This design comes from an exercise in tuning for small area, a short achievable clock period and few clock cycles per item on the open sky130 flow, not from production work.
RTL that was checked went through simulation tests only; none was proved equivalent to the original.
The RTL of run 1 was laid out without a check of its function.
No activity file was given, so power comes from the tool's default toggle rates.

===== flow/constraint.sdc =====
create_clock -name core_clock -period 8.0 [get_ports {clk}]
set_input_delay 1.6000 -clock core_clock [delete_from_list [all_inputs] [get_ports {clk}]]
set_output_delay 1.6000 -clock core_clock [all_outputs]
set_load 0.01 [all_outputs]

===== flow/config.mk =====
export PLATFORM = sky130hd
export DESIGN_NAME = per_cpu_preemption_tracker
export DESIGN_NICKNAME = per_cpu_preemption_tracker
export VERILOG_FILES = /design/flow/design.v
export SDC_FILE = /design/flow/constraint.sdc
export NUM_CORES = 4
export LEC_CHECK = 0
export CAP_MARGIN = 20
export CORE_MARGIN = 2
export CORE_UTILIZATION = 40
export SETUP_SLACK_MARGIN = 4
export SLEW_MARGIN = 20

===== flow/design.v =====
package ppt_pkg;
	localparam int N_CPUS_DEF     = 16;
	localparam int DEPTH_BITS_DEF = 8;
	localparam int ACT_W  = 3;
	localparam int CPU_W  = 4;
	localparam int TICK_W = 64;
	localparam int STAT_W = 2;
	localparam int CFG_W  = 5;
	localparam logic [ACT_W-1:0] ACT_DISABLE = 3'd0;
	localparam logic [ACT_W-1:0] ACT_ENABLE  = 3'd1;
	localparam logic [ACT_W-1:0] ACT_TICK    = 3'd2;
	localparam logic [ACT_W-1:0] ACT_SLEEP   = 3'd3;
	localparam logic [ACT_W-1:0] ACT_WAKE    = 3'd4;
	localparam logic [ACT_W-1:0] ACT_QUERY   = 3'd5;
	localparam logic [STAT_W-1:0] ST_OK           = 2'd0;
	localparam logic [STAT_W-1:0] ST_RANGE        = 2'd1;
	localparam logic [STAT_W-1:0] ST_NOT_DISABLED = 2'd2;
	localparam logic [STAT_W-1:0] ST_SCHED_FAIL   = 2'd3;
	typedef struct packed {
		logic [STAT_W-1:0] status;
		logic              schedule_request;
		logic              is_preemptible;
		logic [TICK_W-1:0] tick_count;
		logic [TICK_W-1:0] switch_count;
	} ppt_out_t;
	typedef struct packed {
		logic a_load;    
		logic b_load;    
		logic exec;      
		logic skid_v;    
		logic out_ld;    
	} ppt_cmd_t;
endpackage
module ppt_ctrl (
	input  logic              clk,
	input  logic              arst_n,
	input  logic              in_valid,
	output logic              in_ready,
	output logic              out_valid,
	input  logic              out_ready,
	output ppt_pkg::ppt_cmd_t cmd
);
	logic a_v_q;
	logic b_v_q;
	logic r_ok_q;
	logic skid_v_q;
	logic out_v_q;
	logic rdy_q;
	logic a_v_d;
	logic b_v_d;
	logic r_ok_d;
	logic skid_v_d;
	logic out_v_d;
	logic exec;
	logic b_load;
	logic out_ld;
	assign exec   = b_v_q && r_ok_q && !skid_v_q;
	assign b_load = !skid_v_q && (!b_v_q || r_ok_q);
	assign out_ld = !out_v_q || out_ready;
	assign a_v_d    = rdy_q ? in_valid : a_v_q;
	assign b_v_d    = b_load ? a_v_q : b_v_q;
	assign r_ok_d   = !skid_v_q;
	assign out_v_d  = out_ld ? (skid_v_q || exec) : out_v_q;
	assign skid_v_d = !out_ld && (skid_v_q || exec);
	always_ff @(posedge clk or negedge arst_n) begin
		if (!arst_n) begin
			a_v_q    <= 1'b0;
			b_v_q    <= 1'b0;
			r_ok_q   <= 1'b0;
			skid_v_q <= 1'b0;
			out_v_q  <= 1'b0;
			rdy_q    <= 1'b1;
		end else begin
			a_v_q    <= a_v_d;
			b_v_q    <= b_v_d;
			r_ok_q   <= r_ok_d;
			skid_v_q <= skid_v_d;
			out_v_q  <= out_v_d;
			rdy_q    <= !a_v_d || (!skid_v_d && (!b_v_d || r_ok_d));
		end
	end
	assign in_ready  = rdy_q;
	assign out_valid = out_v_q;
	assign cmd.a_load = rdy_q;
	assign cmd.b_load = b_load;
	assign cmd.exec   = exec;
	assign cmd.skid_v = skid_v_q;
	assign cmd.out_ld = out_ld && (exec || skid_v_q);
endmodule
module ppt_dp #(
	parameter int N_CPUS     = ppt_pkg::N_CPUS_DEF,
	parameter int DEPTH_BITS = ppt_pkg::DEPTH_BITS_DEF
) (
	input  logic                       clk,
	input  logic                       arst_n,
	input  logic                       cfg_wr_en,
	input  logic [ppt_pkg::CFG_W-1:0]  cfg_wr_data,
	input  logic [ppt_pkg::ACT_W-1:0]  in_action,
	input  logic [ppt_pkg::CPU_W-1:0]  in_cpu,
	input  logic [ppt_pkg::TICK_W-1:0] in_sleep_ticks,
	input  logic [ppt_pkg::TICK_W-1:0] in_wake_time,
	input  logic                       in_schedule_ok,
	output ppt_pkg::ppt_out_t          results_data,
	input  ppt_pkg::ppt_cmd_t          cmd
);
	localparam int TW = ppt_pkg::TICK_W;
	localparam int DW = DEPTH_BITS;
	localparam int AW = ppt_pkg::CPU_W;
	localparam int IW = ppt_pkg::CFG_W + 1;
	logic [ppt_pkg::ACT_W-1:0] a_act_q;
	logic [AW-1:0]             a_cpu_q;
	logic [TW-1:0]             a_slp_q;
	logic [TW-1:0]             a_now_q;
	logic                      a_sok_q;
	logic [ppt_pkg::ACT_W-1:0] b_act_q;
	logic [AW-1:0]             b_cpu_q;
	logic [TW-1:0]             b_op_q;
	logic                      b_sok_q;
	logic                      b_ok_q;
	logic                      b_byp_q;
	logic [TW-1:0]             r_tk_q;
	logic [TW-1:0]             r_sw_q;
	logic [AW-1:0]             x_cpu_q;
	logic [ppt_pkg::STAT_W-1:0] x_stat_q;
	logic                      x_req_q;
	logic                      x_pe_q;
	logic [ppt_pkg::CFG_W-1:0] cpus_q;
	logic [N_CPUS-1:0]         vld_q;
	logic [N_CPUS-1:0]         slp_q;
	logic [DW-1:0]             dp_q [N_CPUS];
	logic [TW-1:0]             tk_q [N_CPUS];
	logic [TW-1:0]             sw_q [N_CPUS];
	logic [TW-1:0]             dl_q [N_CPUS];
	ppt_pkg::ppt_out_t         out_q;
	logic                      cfg_ok;
	logic [AW-1:0]             rd_cpu;
	logic [TW-1:0]             rd_tk;
	logic [TW-1:0]             rd_sw;
	logic [DW-1:0]             dp;
	logic                      sl;
	logic [TW-1:0]             tk;
	logic [TW-1:0]             sw;
	logic [N_CPUS-1:0]         le;
	logic [N_CPUS-1:0]         wsel;
	logic [DW-1:0]             n_dp;
	logic [TW-1:0]             n_tk;
	logic [TW-1:0]             n_sw;
	logic                      n_sl;
	logic [TW-1:0]             sum;
	logic                      sum_z;
	logic [ppt_pkg::STAT_W-1:0] stat;
	logic                      req;
	logic                      is_wake;
	logic                      is_sleep;
	logic                      upd;
	ppt_pkg::ppt_out_t         res;
	assign cfg_ok = cfg_wr_en && (cfg_wr_data != '0)
		&& (IW'(cfg_wr_data) <= IW'(N_CPUS));
	always_ff @(posedge clk) begin
		if (cmd.a_load) begin
			a_act_q <= in_action;
			a_cpu_q <= in_cpu;
			a_slp_q <= in_sleep_ticks;
			a_now_q <= in_wake_time;
			a_sok_q <= in_schedule_ok;
		end
	end
	always_comb begin
		if (cmd.skid_v) begin
			rd_cpu = x_cpu_q;
		end else if (cmd.b_load) begin
			rd_cpu = a_cpu_q;
		end else begin
			rd_cpu = b_cpu_q;
		end
	end
	always_comb begin
		rd_tk = '0;
		rd_sw = '0;
		for (int c = 0; c < N_CPUS; c++) begin
			if (vld_q[c] && (rd_cpu == AW'(c))) begin
				rd_tk = rd_tk | tk_q[c];
				rd_sw = rd_sw | sw_q[c];
			end
		end
	end
	always_ff @(posedge clk) begin
		if (cmd.b_load) begin
			b_act_q <= a_act_q;
			b_cpu_q <= a_cpu_q;
			b_op_q  <= (a_act_q == ppt_pkg::ACT_WAKE) ? a_now_q : a_slp_q;
			b_sok_q <= a_sok_q;
			b_ok_q  <= (IW'(a_cpu_q) < IW'(cpus_q));
		end
		r_tk_q  <= rd_tk;
		r_sw_q  <= rd_sw;
		b_byp_q <= cmd.exec && (a_cpu_q == b_cpu_q);
	end
	assign is_wake  = (b_act_q == ppt_pkg::ACT_WAKE);
	assign is_sleep = (b_act_q == ppt_pkg::ACT_SLEEP);
	always_comb begin
		dp = '0;
		sl = 1'b0;
		for (int c = 0; c < N_CPUS; c++) begin
			if (vld_q[c] && (b_cpu_q == AW'(c))) begin
				dp = dp | dp_q[c];
			end
			if (b_cpu_q == AW'(c)) begin
				sl = sl | slp_q[c];
			end
		end
	end
	assign tk = b_byp_q ? out_q.tick_count : r_tk_q;
	assign sw = b_byp_q ? out_q.switch_count : r_sw_q;
	always_comb begin
		logic [TW-1:0] g;
		logic [TW-1:0] p;
		for (int c = 0; c < N_CPUS; c++) begin
			g = b_op_q & ~dl_q[c];
			p = b_op_q | ~dl_q[c];
			for (int w = 1; w < TW; w = w * 2) begin
				for (int i = 0; i + w < TW; i = i + 2 * w) begin
					g[i] = g[i+w] | (p[i+w] & g[i]);
					p[i] = p[i+w] & p[i];
				end
			end
			le[c] = g[0] | p[0];
		end
	end
	assign sum = tk + b_op_q;
	always_comb begin
		sum_z = !(tk[0] ^ b_op_q[0]);
		for (int i = 1; i < TW; i++) begin
			sum_z = sum_z && ((tk[i] ^ b_op_q[i]) == (tk[i-1] | b_op_q[i-1]));
		end
	end
	always_comb begin
		n_dp = dp;
		n_tk = tk;
		n_sw = sw;
		n_sl = sl;
		stat = ppt_pkg::ST_OK;
		req  = 1'b0;
		case (b_act_q)
			ppt_pkg::ACT_DISABLE: begin
				if (b_ok_q && (dp != '1)) begin
					n_dp = dp + DW'(1);
				end
			end
			ppt_pkg::ACT_ENABLE: begin
				if (!b_ok_q) begin
					stat = ppt_pkg::ST_RANGE;
				end else if (dp == '0) begin
					stat = ppt_pkg::ST_NOT_DISABLED;
				end else begin
					n_dp = dp - DW'(1);
				end
			end
			ppt_pkg::ACT_TICK: begin
				if (!b_ok_q) begin
					stat = ppt_pkg::ST_RANGE;
				end else begin
					n_tk = tk + TW'(1);
					if ((dp == '0) && !sl) begin
						req = 1'b1;
						if (b_sok_q) begin
							n_sw = sw + TW'(1);
						end else begin
							stat = ppt_pkg::ST_SCHED_FAIL;
						end
					end
				end
			end
			ppt_pkg::ACT_SLEEP: begin
				if (!b_ok_q) begin
					stat = ppt_pkg::ST_RANGE;
				end else begin
					n_sl = !sum_z;
				end
			end
			ppt_pkg::ACT_WAKE: begin
				n_sl = sl && !le[b_cpu_q];
			end
			default: begin
			end
		endcase
	end
	always_comb begin
		res.status           = stat;
		res.schedule_request = req;
		res.is_preemptible   = b_ok_q && (n_dp == '0) && !n_sl;
		res.tick_count       = n_tk;
		res.switch_count     = n_sw;
	end
	assign upd = cmd.exec && b_ok_q && !b_act_q[2];
	always_comb begin
		for (int c = 0; c < N_CPUS; c++) begin
			wsel[c] = upd && (b_cpu_q == AW'(c));
		end
	end
	always_ff @(posedge clk) begin
		if (cmd.exec) begin
			x_cpu_q  <= b_cpu_q;
			x_stat_q <= res.status;
			x_req_q  <= res.schedule_request;
			x_pe_q   <= res.is_preemptible;
		end
		for (int c = 0; c < N_CPUS; c++) begin
			if (wsel[c]) begin
				dp_q[c] <= n_dp;
				tk_q[c] <= n_tk;
				sw_q[c] <= n_sw;
			end
			if (wsel[c] && is_sleep) begin
				dl_q[c] <= sum;
			end
		end
	end
	always_ff @(posedge clk or negedge arst_n) begin
		if (!arst_n) begin
			cpus_q <= ppt_pkg::CFG_W'(1);
			vld_q  <= '0;
			slp_q  <= '0;
		end else if (cfg_ok) begin
			cpus_q <= cfg_wr_data;
			vld_q  <= '0;
			slp_q  <= '0;
		end else begin
			for (int c = 0; c < N_CPUS; c++) begin
				if (wsel[c]) begin
					vld_q[c] <= 1'b1;
				end
				if (cmd.exec && is_wake) begin
					slp_q[c] <= slp_q[c] && !le[c];
				end else if (wsel[c] && is_sleep) begin
					slp_q[c] <= !sum_z;
				end
			end
		end
	end
	always_ff @(posedge clk) begin
		if (cmd.out_ld) begin
			if (cmd.skid_v) begin
				out_q.status           <= x_stat_q;
				out_q.schedule_request <= x_req_q;
				out_q.is_preemptible   <= x_pe_q;
				out_q.tick_count       <= rd_tk;
				out_q.switch_count     <= rd_sw;
			end else begin
				out_q <= res;
			end
		end
	end
	assign results_data = out_q;
endmodule
module per_cpu_preemption_tracker #(
	parameter int N_CPUS     = ppt_pkg::N_CPUS_DEF,
	parameter int DEPTH_BITS = ppt_pkg::DEPTH_BITS_DEF
) (
	input  logic                      clk,
	input  logic                      arst_n,
	input  logic                      cfg_wr_en,
	input  logic [ppt_pkg::CFG_W-1:0] cfg_wr_data,
	input  logic                      in_valid,
	output logic                      in_ready,
	input  logic [ppt_pkg::ACT_W-1:0] in_action,
	input  logic [ppt_pkg::CPU_W-1:0] in_cpu,
	input  logic [ppt_pkg::TICK_W-1:0] in_sleep_ticks,
	input  logic [ppt_pkg::TICK_W-1:0] in_wake_time,
	input  logic                      in_schedule_ok,
	output logic                      out_valid,
	input  logic                      out_ready,
	output logic [ppt_pkg::STAT_W-1:0] out_status,
	output logic                      out_sched_req,
	output logic                      out_preemptible,
	output logic [ppt_pkg::TICK_W-1:0] out_tick_count,
	output logic [ppt_pkg::TICK_W-1:0] out_switch_count
);
	ppt_pkg::ppt_out_t results_data;
	ppt_pkg::ppt_cmd_t cmd;
	assign out_status       = results_data.status;
	assign out_sched_req    = results_data.schedule_request;
	assign out_preemptible  = results_data.is_preemptible;
	assign out_tick_count   = results_data.tick_count;
	assign out_switch_count = results_data.switch_count;
	ppt_ctrl u_ctrl (
		.clk       (clk),
		.arst_n    (arst_n),
		.in_valid  (in_valid),
		.in_ready  (in_ready),
		.out_valid (out_valid),
		.out_ready (out_ready),
		.cmd       (cmd)
	);
	ppt_dp #(
		.N_CPUS     (N_CPUS),
		.DEPTH_BITS (DEPTH_BITS)
	) u_dp (
		.clk            (clk),
		.arst_n         (arst_n),
		.cfg_wr_en      (cfg_wr_en),
		.cfg_wr_data    (cfg_wr_data),
		.in_action      (in_action),
		.in_cpu         (in_cpu),
		.in_sleep_ticks (in_sleep_ticks),
		.in_wake_time   (in_wake_time),
		.in_schedule_ok (in_schedule_ok),
		.results_data   (results_data),
		.cmd            (cmd)
	);
endmodule

===== flow/run.sh =====
#!/bin/bash
# synth_recipe.tcl (not shown) runs the flow's synth.tcl, then flattens the netlist and writes it again
# the make line also repeats each setting of config.mk as NAME=value (left out here)
make -C /OpenROAD-flow-scripts/flow DESIGN_CONFIG=/design/flow/config.mk WORK_HOME=/design/flow/orfs CLKGATE_MAP_FILE= SYNTH_SCRIPT=/design/flow/synth_recipe.tcl finish

==> results of run 1 <==
==> cell type report <==
cell class,instances,area [um^2],share of cell area
diodes,15,37.5,0.000197
clock buffers,503,10400,0.0543
clock inverters,211,2380,0.0125
inverters,303,1240,0.00652
multi-input cells,5862,46900,0.246
flip-flops and latches,3721,110000,0.577
well taps,5038,6300,0.0330
repair buffers,1226,13400,0.0701
repair inverters,2,16.3,0.0000852
==> flip-flops by register name, indices dropped and copies added, names as in the netlist, 2 cells and up, named ones only <==
name           count
u_dp.b_cpu_q       4
u_dp.dl_q       1024
u_dp.cpus_q        5
u_dp.dp_q        128
u_dp.sw_q       1024
u_dp.tk_q       1024
u_dp.a_slp_q      64
u_dp.slp_q        16
u_dp.a_cpu_q       4
u_dp.r_sw_q       64
u_dp.r_tk_q       64
u_dp.x_cpu_q       4
u_dp.a_now_q      64
u_dp.out_q       132
u_dp.x_stat_q      2
u_dp.vld_q        16
u_dp.b_act_q       3
u_dp.b_op_q       64
u_dp.a_act_q       3
==> repair_timing <==
item / CTS / global route
hold endpoints to repair: 0 / 0
gates resized for setup: 938 / 416
setup endpoints to repair: 4634 / 2466
gates cloned: 54 / 18
hold buffers: 0 / 0
pin swaps: 173 / 179
setup buffers: 385 / 195
==> per-stage QoR <==
step                      worst slack (ns)  utilization  cell area, um^2  hold slack (ns)
after CTS                             3.58        0.489           187000            0.474
after floorplan                       3.01            -           154000            0.400
after global routing                  3.44        0.500           191000            0.483
after global placement              -0.718        0.429           164000            0.456
final                                 3.57        0.500           191000            0.474
after detailed placement             0.735        0.430           164000            0.475
==> per-layer routing <==
layer | wire length, um | track usage | vias up
li1 | - | - | 43500
met2 | 262000 | 0.446 | 6707
met3 | 58800 | 0.0463 | 1182
met5 | 80 | 0 | -
met1 | 219000 | 0.376 | 54100
met4 | 32700 | 0.139 | 12
==> cells in the final DEF, fill, tap and decap left out, types with 79 or more instances in the layout <==
cell type / count
edfxtp_1: 3545
a22oi_1: 1107
nand2_1: 852
buf_4: 616
clkbuf_16: 400
nor2_1: 282
clkdlybuf4s50_1: 277
nor2b_1: 253
inv_1: 235
nand2b_1: 233
a21oi_1: 199
o22ai_1: 181
maj3_1: 176
mux2_2: 168
o21ai_0: 162
dfxtp_1: 128
buf_6: 121
buf_12: 120
nand3_1: 113
or4_1: 110
clkbuf_1: 95
nor3_1: 90
clkinv_1: 79
==> cell families (layout without fill, tap and decap cells) <==
group,count (synthesis),after routing,share of synthesized area
other,0,15,0
DFF,3721,3721,0.720
adders and majority gates,314,314,0.0228
muxes,284,284,0.0202
xor gates and xnor gates,223,224,0.0128
and+or+nand+nor,2496,2513,0.0828
buffers and inverters,830,2245,0.0207
AOI/OAI and AO/OA,2527,2527,0.121
==> worst max-delay path, cell delays in order, from the launching register on <==
cell,delay [ns]
dfxtp_4,0.36
buf_12,0.13
buf_6,0.10
buf_12,0.11
mux2i_4,0.35
ha_4,0.28
buf_6,0.12
a211o_1,0.30
o311ai_4,0.34
buf_4,0.18
o211ai_1,0.08
buf_4,0.18
a21oi_4,0.20
o21ai_4,0.11
a21oi_4,0.17
o21ai_4,0.08
a31o_2,0.27
a221o_1,0.41
xor2_4,0.21
buf_12,0.18
==> power breakdown <==
part | switching [uW] | internal, uW
sequential | 1340 | 25100
combinational | 14700 | 7770
clock | 7830 | 10300
total | 23900 | 43300
==> worst max path at each step <==
| stage | from | to | slack (ns) |
|---|---|---|---|
| 2_1_floorplan | u_ctrl.skid_v_q$_DFF_PN0_ | u_dp.dl_q[0][0]$_DFFE_PP_ | 3.01 |
| 3_3_place_gp | u_dp.b_op_q[46]$_DFFE_PP_ | u_dp.out_q[128]$_DFFE_PP_ | -0.72 |
| 3_5_place_dp | u_dp.b_cpu_q[0]$_DFF_P_ | u_dp.out_q[63]$_DFFE_PP_ | 0.74 |
| 4_1_cts | u_dp.b_byp_q$_DFF_P_ | u_dp.dl_q[12][63]$_DFFE_PP_ | 3.58 |
| 5_1_grt | u_dp.b_byp_q$_DFF_P_ | u_dp.dl_q[2][62]$_DFFE_PP_ | 3.44 |
| 6_report | u_dp.b_byp_q$_DFF_P_ | u_dp.dl_q[14][62]$_DFFE_PP_ | 3.57 |
==> run summary, run 1 <==
* YS warnings at 6
* Hold Startpoint: u_dp.a_sok_q$_DFFE_PP_
* # placed instances at 15500
* First-pass GRT wire length at 776 mm
* Clk buf depth at 4
* Dominant synthesized flop cell: edfxtp_1
* Top cell type's share of synthesized area at 0.695
* Hold Path Sink: u_dp.b_sok_q$_DFFE_PP_
* Dpl hpwl at 311 mm
* EDFF count, synth at 3545
* Top cells by area, synth: edfxtp_1 70%, a22oi_1 5.5%, nand2_1 2.2%
* Buffers on Ports at 279
* Worst vdd ir at 0.247 mV
* CP startpoint kind: register
* Max_cap viols at 0
* Total Nets Final at 11800
* RSZ-0062 raised after global routing: yes
* Die width at 623 um
* Sink Count at 3721
* Root Driver: clkbuf_16
* Area Growth Syn to Fin at 24.7%
* Fill cells at 31500
* Cell depth of the worst hold path at 0
* Cts bufs inserted at 388
* Flop2flop setup slack at 3.57 ns
* Crit path DAT at 5.15 ns
* Grt ovf at 0
* Reg2Reg Depth at 19
* H-tree lvl count at 5
* Via count at 105000
* Syn_nets at 10700
* GP Congestion at 0.929
* Post-Route WL at 572 mm
* Final setup violation count at 0
* Post-synth cell types at 94
* Slew margin rel. at 0.211
* Top Ports at 280
* Critical Path Sink Type: register
* Leakage at 0.0666 uW
* Die area at 388000 um^2
* R2r endpoint: u_dp.dl_q[14][62]$_DFFE_PP_
* Worst-path fanout max at 8
* Seq/Total Area, Yosys at 0.720
* Worst EP required at 8.73 ns
* Initial antenna violation count at 17
* CTS clock-pin slew for the worst setup and hold paths at 0.06 ns
* Final hold vios at 0
* Routed length per instance at 33.9 um
* Period minus WS final at 4.43 ns
* Least-Margin Pin Slew at 1.18 ns
* Power, Total at 67200 uW
* Row count at 227
* CTS tree: yes
* Top-count cell post-synth: edfxtp_1
* Ys async rst share at 0.0116
* Initial DRC count at 15500
* Die H at 623 um
* DRC Markers at 0
* Core outline area at 382000 um^2
* Yosys reg bits at 3721
* Number of global-route vias before repair at 101000
* Status: finished clean
* Area leader, netlist: edfxtp_1
* Tightest Hold Check Type: register to register
* Mapped Area at 153000 um^2
* Worst-skew pair later-pin latency at 1.02 ns
* Layout cell share with drive strength beyond 1 at 0.215
* Synth cell count leaders: 3545 x edfxtp_1, 1115 x a22oi_1, 881 x nand2_1, 436 x clkbuf_1, 334 x nor2_1
* Kind of critical path: register to register
* Post-Syn Instances at 10400
* Power Dens Cells at 352 nW/um^2
* Vias per inst at 6.25
* Initial core utilization at 0.401
* FF-to-FF Start: u_dp.b_byp_q$_DFF_P_
* 1st-pass router iterations at 9
* TNS Setup at 0 ns
* Worst Clk Skew at 0.0697 ns
* Final non-filler cell total at 16900
* Pin count of the biggest net entering global routing at 99
* Slew Viols, Final at 0
* Routed Antenna Nets at 0
* Max Clk Rate at 226 MHz
* Avg Inst Size Synth at 14.7 um^2
* Tot GR Track Use at 0.281
* Period utilisation layout at 0.553
==> run 2: changes to the inputs <==
--- a/flow/design.v
+++ b/flow/design.v
@@ -27,8 +27,9 @@
 		logic a_load;    
 		logic b_load;    
 		logic exec;      
-		logic skid_v;    
+		logic skid_ld;   
 		logic out_ld;    
+		logic out_sel;   
 	} ppt_cmd_t;
 endpackage
 module ppt_ctrl (
@@ -42,50 +43,46 @@
 );
 	logic a_v_q;
 	logic b_v_q;
-	logic r_ok_q;
 	logic skid_v_q;
 	logic out_v_q;
 	logic rdy_q;
 	logic a_v_d;
 	logic b_v_d;
-	logic r_ok_d;
 	logic skid_v_d;
 	logic out_v_d;
 	logic exec;
 	logic b_load;
 	logic out_ld;
-	assign exec   = b_v_q && r_ok_q && !skid_v_q;
-	assign b_load = !skid_v_q && (!b_v_q || r_ok_q);
+	assign exec   = b_v_q && !skid_v_q;
+	assign b_load = !b_v_q || !skid_v_q;
 	assign out_ld = !out_v_q || out_ready;
 	assign a_v_d    = rdy_q ? in_valid : a_v_q;
 	assign b_v_d    = b_load ? a_v_q : b_v_q;
-	assign r_ok_d   = !skid_v_q;
 	assign out_v_d  = out_ld ? (skid_v_q || exec) : out_v_q;
-	assign skid_v_d = !out_ld && (skid_v_q || exec);
+	assign skid_v_d = out_ld ? 1'b0 : (skid_v_q || exec);
 	always_ff @(posedge clk or negedge arst_n) begin
 		if (!arst_n) begin
 			a_v_q    <= 1'b0;
 			b_v_q    <= 1'b0;
-			r_ok_q   <= 1'b0;
 			skid_v_q <= 1'b0;
 			out_v_q  <= 1'b0;
 			rdy_q    <= 1'b1;
 		end else begin
 			a_v_q    <= a_v_d;
 			b_v_q    <= b_v_d;
-			r_ok_q   <= r_ok_d;
 			skid_v_q <= skid_v_d;
 			out_v_q  <= out_v_d;
-			rdy_q    <= !a_v_d || (!skid_v_d && (!b_v_d || r_ok_d));
+			rdy_q    <= !a_v_d || !b_v_d || !skid_v_d;
 		end
 	end
 	assign in_ready  = rdy_q;
 	assign out_valid = out_v_q;
-	assign cmd.a_load = rdy_q;
-	assign cmd.b_load = b_load;
-	assign cmd.exec   = exec;
-	assign cmd.skid_v = skid_v_q;
-	assign cmd.out_ld = out_ld && (exec || skid_v_q);
+	assign cmd.a_load  = rdy_q;
+	assign cmd.b_load  = b_load;
+	assign cmd.exec    = exec;
+	assign cmd.skid_ld = exec;
+	assign cmd.out_ld  = out_ld;
+	assign cmd.out_sel = skid_v_q;
 endmodule
 module ppt_dp #(
 	parameter int N_CPUS     = ppt_pkg::N_CPUS_DEF,
@@ -120,10 +117,8 @@
 	logic                      b_byp_q;
 	logic [TW-1:0]             r_tk_q;
 	logic [TW-1:0]             r_sw_q;
-	logic [AW-1:0]             x_cpu_q;
-	logic [ppt_pkg::STAT_W-1:0] x_stat_q;
-	logic                      x_req_q;
-	logic                      x_pe_q;
+	logic [TW-1:0]             w_tk_q;
+	logic [TW-1:0]             w_sw_q;
 	logic [ppt_pkg::CFG_W-1:0] cpus_q;
 	logic [N_CPUS-1:0]         vld_q;
 	logic [N_CPUS-1:0]         slp_q;
@@ -131,6 +126,7 @@
 	logic [TW-1:0]             tk_q [N_CPUS];
 	logic [TW-1:0]             sw_q [N_CPUS];
 	logic [TW-1:0]             dl_q [N_CPUS];
+	ppt_pkg::ppt_out_t         skid_q;
 	ppt_pkg::ppt_out_t         out_q;
 	logic                      cfg_ok;
 	logic [AW-1:0]             rd_cpu;
@@ -165,15 +161,7 @@
 			a_sok_q <= in_schedule_ok;
 		end
 	end
-	always_comb begin
-		if (cmd.skid_v) begin
-			rd_cpu = x_cpu_q;
-		end else if (cmd.b_load) begin
-			rd_cpu = a_cpu_q;
-		end else begin
-			rd_cpu = b_cpu_q;
-		end
-	end
+	assign rd_cpu = cmd.b_load ? a_cpu_q : b_cpu_q;
 	always_comb begin
 		rd_tk = '0;
 		rd_sw = '0;
@@ -194,7 +182,7 @@
 		end
 		r_tk_q  <= rd_tk;
 		r_sw_q  <= rd_sw;
-		b_byp_q <= cmd.exec && (a_cpu_q == b_cpu_q);
+		b_byp_q <= cmd.exec && cmd.b_load && (a_cpu_q == b_cpu_q);
 	end
 	assign is_wake  = (b_act_q == ppt_pkg::ACT_WAKE);
 	assign is_sleep = (b_act_q == ppt_pkg::ACT_SLEEP);
@@ -210,21 +198,11 @@
 			end
 		end
 	end
-	assign tk = b_byp_q ? out_q.tick_count : r_tk_q;
-	assign sw = b_byp_q ? out_q.switch_count : r_sw_q;
+	assign tk = b_byp_q ? w_tk_q : r_tk_q;
+	assign sw = b_byp_q ? w_sw_q : r_sw_q;
 	always_comb begin
-		logic [TW-1:0] g;
-		logic [TW-1:0] p;
 		for (int c = 0; c < N_CPUS; c++) begin
-			g = b_op_q & ~dl_q[c];
-			p = b_op_q | ~dl_q[c];
-			for (int w = 1; w < TW; w = w * 2) begin
-				for (int i = 0; i + w < TW; i = i + 2 * w) begin
-					g[i] = g[i+w] | (p[i+w] & g[i]);
-					p[i] = p[i+w] & p[i];
-				end
-			end
-			le[c] = g[0] | p[0];
+			le[c] = (dl_q[c] <= b_op_q);
 		end
 	end
 	assign sum = tk + b_op_q;
@@ -289,8 +267,8 @@
 		res.status           = stat;
 		res.schedule_request = req;
 		res.is_preemptible   = b_ok_q && (n_dp == '0) && !n_sl;
-		res.tick_count       = n_tk;
-		res.switch_count     = n_sw;
+		res.tick_count       = b_ok_q ? n_tk : '0;
+		res.switch_count     = b_ok_q ? n_sw : '0;
 	end
 	assign upd = cmd.exec && b_ok_q && !b_act_q[2];
 	always_comb begin
@@ -300,10 +278,8 @@
 	end
 	always_ff @(posedge clk) begin
 		if (cmd.exec) begin
-			x_cpu_q  <= b_cpu_q;
-			x_stat_q <= res.status;
-			x_req_q  <= res.schedule_request;
-			x_pe_q   <= res.is_preemptible;
+			w_tk_q <= n_tk;
+			w_sw_q <= n_sw;
 		end
 		for (int c = 0; c < N_CPUS; c++) begin
 			if (wsel[c]) begin
@@ -339,16 +315,11 @@
 		end
 	end
 	always_ff @(posedge clk) begin
+		if (cmd.skid_ld) begin
+			skid_q <= res;
+		end
 		if (cmd.out_ld) begin
-			if (cmd.skid_v) begin
-				out_q.status           <= x_stat_q;
-				out_q.schedule_request <= x_req_q;
-				out_q.is_preemptible   <= x_pe_q;
-				out_q.tick_count       <= rd_tk;
-				out_q.switch_count     <= rd_sw;
-			end else begin
-				out_q <= res;
-			end
+			out_q <= cmd.out_sel ? skid_q : res;
 		end
 	end
 	assign results_data = out_q;
--- a/flow/config.mk
+++ b/flow/config.mk
@@ -8,5 +8,4 @@
 export CAP_MARGIN = 20
 export CORE_MARGIN = 2
 export CORE_UTILIZATION = 40
-export SETUP_SLACK_MARGIN = 4
 export SLEW_MARGIN = 20
==> run summary, run 2 <==
* Status: finished clean (unchanged)
* Period utilisation layout at 0.808 (was 0.553)
* Post-CTS Resized at 0 (was 938)
* Post-Syn Instances at 10300 (was 10400)
* Clk buf depth at 4 (unchanged)
* Die H at 650 um (was 623 um)
* Register share of total power at 0.487 (was 0.394)
* Synth Area in Adders at 0.0871 (was 0.0228)
* Number of global-route vias before repair at 101000 (about the same)
* Root Driver: clkbuf_16 (unchanged)
* Top cells by area, synth: edfxtp_1 68%, ha_1 8.7%, a221oi_1 2.8% (was edfxtp_1 70%, a22oi_1 5.5%, nand2_1 2.2%)
* Int Pwr at 37000 uW (was 43300 uW)
* Area Growth Syn to Fin at 15.7% (was 24.7%)
* Post-synthesis simple-gate area fraction at 0.0576 (was 0.0828)
* Syn_nets at 11600 (was 10700)
* Final hold vios at 0 (unchanged)
* Avg Inst Size Synth at 16.2 um^2 (was 14.7 um^2)
* Post-place setup slack at 1.70 ns (was 0.735 ns)
* Crit path DAT at 7.03 ns (was 5.15 ns)
* Post-synthesis mux area share at 0.0177 (was 0.0202)
* Yosys reg bits at 3972 (was 3721)
* NetSw at 13000 uW (was 23900 uW)
* Max Clk Rate at 155 MHz (was 226 MHz)
* Clock Power Share at 0.387 (was 0.271)
* Most Crowded Layer GR: met2 (unchanged)
* # placed instances at 16000 (was 15500)
* Commonest non-fill, non-tap cell in the layout: edfxtp_1 (unchanged)
* Tot GR Track Use at 0.248 (was 0.281)
* Buffers on Ports at 279 (unchanged)
* Most frequent cells in the layout: 3797 x edfxtp_1, 1158 x ha_1, 527 x a221oi_1, 514 x a22o_1, 420 x clkbuf_16 (was 3545 x edfxtp_1, 1107 x a22oi_1, 852 x nand2_1, 616 x buf_4, 400 x clkbuf_16)
* Power, Total at 50100 uW (was 67200 uW)
* Vias per inst at 6.03 (was 6.25)
* Core outline area at 416000 um^2 (was 382000 um^2)
* Worst vdd ir at 0.214 mV (was 0.247 mV)
* Post-Route WL at 540 mm (was 572 mm)
* Finished Core Util at 0.464 (was 0.500)
* Grt ovf at 0 (unchanged)
* GP Congestion at 0.898 (was 0.929)
* Largest family of logic cells by synthesized area: compound AO/OA/AOI/OAI gates (unchanged)
* Row count at 237 (was 227)
* Final worst slack at 1.54 ns (was 3.57 ns)
* Via count at 102000 (was 105000)
* DRC Markers at 0 (unchanged)
* Top Ports at 280 (unchanged)
* Critical Path Sink Type: register (unchanged)
* CTS clock-pin slew for the worst setup and hold paths at 0.06 ns (about the same)
* Routed Antenna Nets at 0 (unchanged)
* 1st-pass router iterations at 5 (was 9)
* Total Nets Final at 12300 (was 11800)
* CTS tree: yes (unchanged)
* EDFF count, synth at 3797 (was 3545)
* First-pass GRT wire length at 755 mm (was 776 mm)
* Logic gate share of total power at 0.125 (was 0.335)
* Pin count of the biggest net entering global routing at 124 (was 99)
* Top cell type's share of synthesized area at 0.684 (was 0.695)
* Synth cell count leaders: 3797 x edfxtp_1, 1158 x ha_1, 527 x a221oi_1, 514 x a22o_1, 391 x a21o_1 (was 3545 x edfxtp_1, 1115 x a22oi_1, 881 x nand2_1, 436 x clkbuf_1, 334 x nor2_1)
* Cts bufs inserted at 415 (was 388)
* Period minus WS final at 6.46 ns (was 4.43 ns)
* Worst EP required at 8.57 ns (was 8.73 ns)
* Tightest Hold Check Type: register to register (unchanged)
* Max_cap viols at 0 (unchanged)
* Sw Share at 0.260 (was 0.356)
* Die area at 422000 um^2 (was 388000 um^2)
* Worst-skew pair later-pin latency at 1.02 ns (about the same)
* H-tree lvl count at 5 (unchanged)
* Dpl hpwl at 322 mm (was 311 mm)
* Initial antenna violation count at 31 (was 17)
* XOR/XNOR Fraction of Synth Area at 0.0124 (was 0.0128)
* Worst Clk Skew at 0.127 ns (was 0.0697 ns)
* Post-CTS Hold Fix Bufs at 0 (unchanged)
* Die width at 650 um (was 623 um)
* Worst-path fanout max at 54 (was 8)
* Kind of critical path: register to register (unchanged)
* Final non-filler cell total at 16800 (was 16900)
* Final setup violation count at 0 (unchanged)
* Leakage at 0.0696 uW (was 0.0666 uW)
* Met3 GRT Util at 0.0376 (was 0.0463)
* Power Dens Cells at 260 nW/um^2 (was 352 nW/um^2)
* Layout cell share with drive strength beyond 1 at 0.122 (was 0.215)
* Routed length per instance at 32.1 um (was 33.9 um)
* Slew margin rel. at 0.191 (was 0.211)
* Top-count cell post-synth: edfxtp_1 (unchanged)
* Post-CTS Setup Bufs at 0 (was 385)
* Seq/Total Area, Yosys at 0.706 (was 0.720)
* Synth Area in Compound Gates at 0.105 (was 0.121)
* Mapped Area at 167000 um^2 (was 153000 um^2)
* YS warnings at 6 (unchanged)
* Initial core utilization at 0.401 (about the same)
* Initial DRC count at 11900 (was 15500)
* Slew Viols, Final at 0 (unchanged)
* Global Route met2 Usage at 0.402 (was 0.446)
* Ys async rst share at 0.0106 (was 0.0116)
* Met1 Usage GRT at 0.334 (was 0.376)
* RSZ-0062 raised after global routing: no (was yes)
* CP startpoint kind: register (unchanged)
* Top Registers: u_dp.dl_q (1024), u_dp.sw_q (1024), u_dp.tk_q (1024) (unchanged)
* Area leader, netlist: edfxtp_1 (unchanged)
* Post-synth cell types at 89 (was 94)
* TNS Setup at 0 ns (unchanged)
* Least-Margin Pin Slew at 1.21 ns (was 1.18 ns)
* Dominant synthesized flop cell: edfxtp_1 (unchanged)
* Sink Count at 3972 (was 3721)
==> run 2: cell count changes after synthesis, sizes merged, moves of 199 or more <==
cell    delta
a22oi   -1098
ha      +1024
nand2    -643
a22o     +483
a221oi   +462
a21o     +333
nand4    +317
edfxtp   +252
nand2b   -199
==> run 2: critical path: stages, from the launching register on <==
cell,delay (ns)
dfxtp_4,0.84
mux2i_1,0.55
inv_1,0.16
ha_1,0.25
inv_1,0.09
fa_1,0.23
nand2b_1,0.16
a21oi_1,0.15
o2111ai_1,0.33
nand4b_1,0.31
a41o_1,0.38
o41ai_2,0.64
o22a_1,0.30
a31o_2,0.18
a31oi_1,0.16
a21oi_1,0.26
o41ai_1,0.16
xnor2_2,0.88
==> run 2: final cells by class <==
| cell class | count | area (um^2) |
|---|---|---|
| diodes | 31 | 77.6 |
| clock buffers | 587 | 11500 |
| clock inverters | 196 | 2130 |
| fillers | 35600 | 223000 |
| inverters | 216 | 846 |
| multi-input cells | 5726 | 47900 |
| flip-flops and latches | 3972 | 118000 |
| well taps | 5497 | 6880 |
| repair buffers | 621 | 5820 |
==> run 2: worst paths after layout <==
kind                                         from                         end  slack [ns]  depth (start not counted)
max                          u_dp.b_byp_q$_DFF_P_  u_dp.dl_q[1][58]$_DFFE_PP_        1.54                         17
min                        u_dp.a_sok_q$_DFFE_PP_      u_dp.b_sok_q$_DFFE_PN_        0.45                          0
max reg2reg                  u_dp.b_byp_q$_DFF_P_  u_dp.dl_q[1][58]$_DFFE_PP_        1.54                         17
min reg2reg                u_dp.a_sok_q$_DFFE_PP_      u_dp.b_sok_q$_DFFE_PN_        0.45                          0
max in group asynchronous                  arst_n  u_dp.slp_q[15]$_DFFE_PN0P_        6.76                          2
min in group asynchronous                  arst_n      u_ctrl.b_v_q$_DFF_PN0_        0.71                          2
==> run 2: power groups by stage <==
stage               Combinational [uW]  Sequential [uW]  Clock, uW
detailed placement                6180            24800          0
CTS                               6210            24400      19600
global route                      6650            24400      20400
floorplan                         2940            24800          0
global placement                  6050            24800          0
finish                            6260            24400      19400
==> run 2: layer usage <==
layer,routed length (um),share of wire,up-vias
li1,-,-,43200
met1,218000,0.40,52500
met2,252000,0.47,4957
met3,45700,0.085,916
met4,24600,0.045,4
met5,27,0.000050,-
==> run 2: cell families after synthesis <==
family | Yosys count
DFF | 3972
AOI/OAI and AO/OA | 2316
and+or+nand+nor | 1743
adders and majority gates | 1159
buffers and inverters | 595
muxes | 272
xor gates and xnor gates | 236
==> run 2: metrics by stage <==
stage          instance area (um^2)  hold WS [ns]
2_1_floorplan                167000         0.400
3_3_place_gp                 179000         0.451
3_5_place_dp                 179000         0.434
4_1_cts                      193000         0.457
5_1_grt                      193000         0.462
6_report                     193000         0.455
Testbench counts of run 2, summed over its fixed seeds: cycles 24,051, items 24,027.

[re-timing with driven ports]
The flow's constraints put no driver on any port. The routed layouts listed below were extracted and timed again, unchanged, in two steps.
Step 1, drivers: a clkbuf_16 drives clk and a buf_2 each remaining input, both assumed.
Step 2 also shifts input and output timing later by t, the mid clock arrival at the registers, as if the neighbouring blocks saw the same clock.
a / b / c = ideal / step 1 / step 2; a / b = the first two.
| run | t (ns) | setup WS [ns] | worst data-port slew with drivers (ns) |
|---|---|---|---|
| run 1 | 1.095 | 3.573 / 3.573 / 3.573 | 0.06 |
| run 2 | 1.077 | 1.536 / 1.536 / 1.536 | 0.07 |
After both steps setup and hold are still met in every run listed.
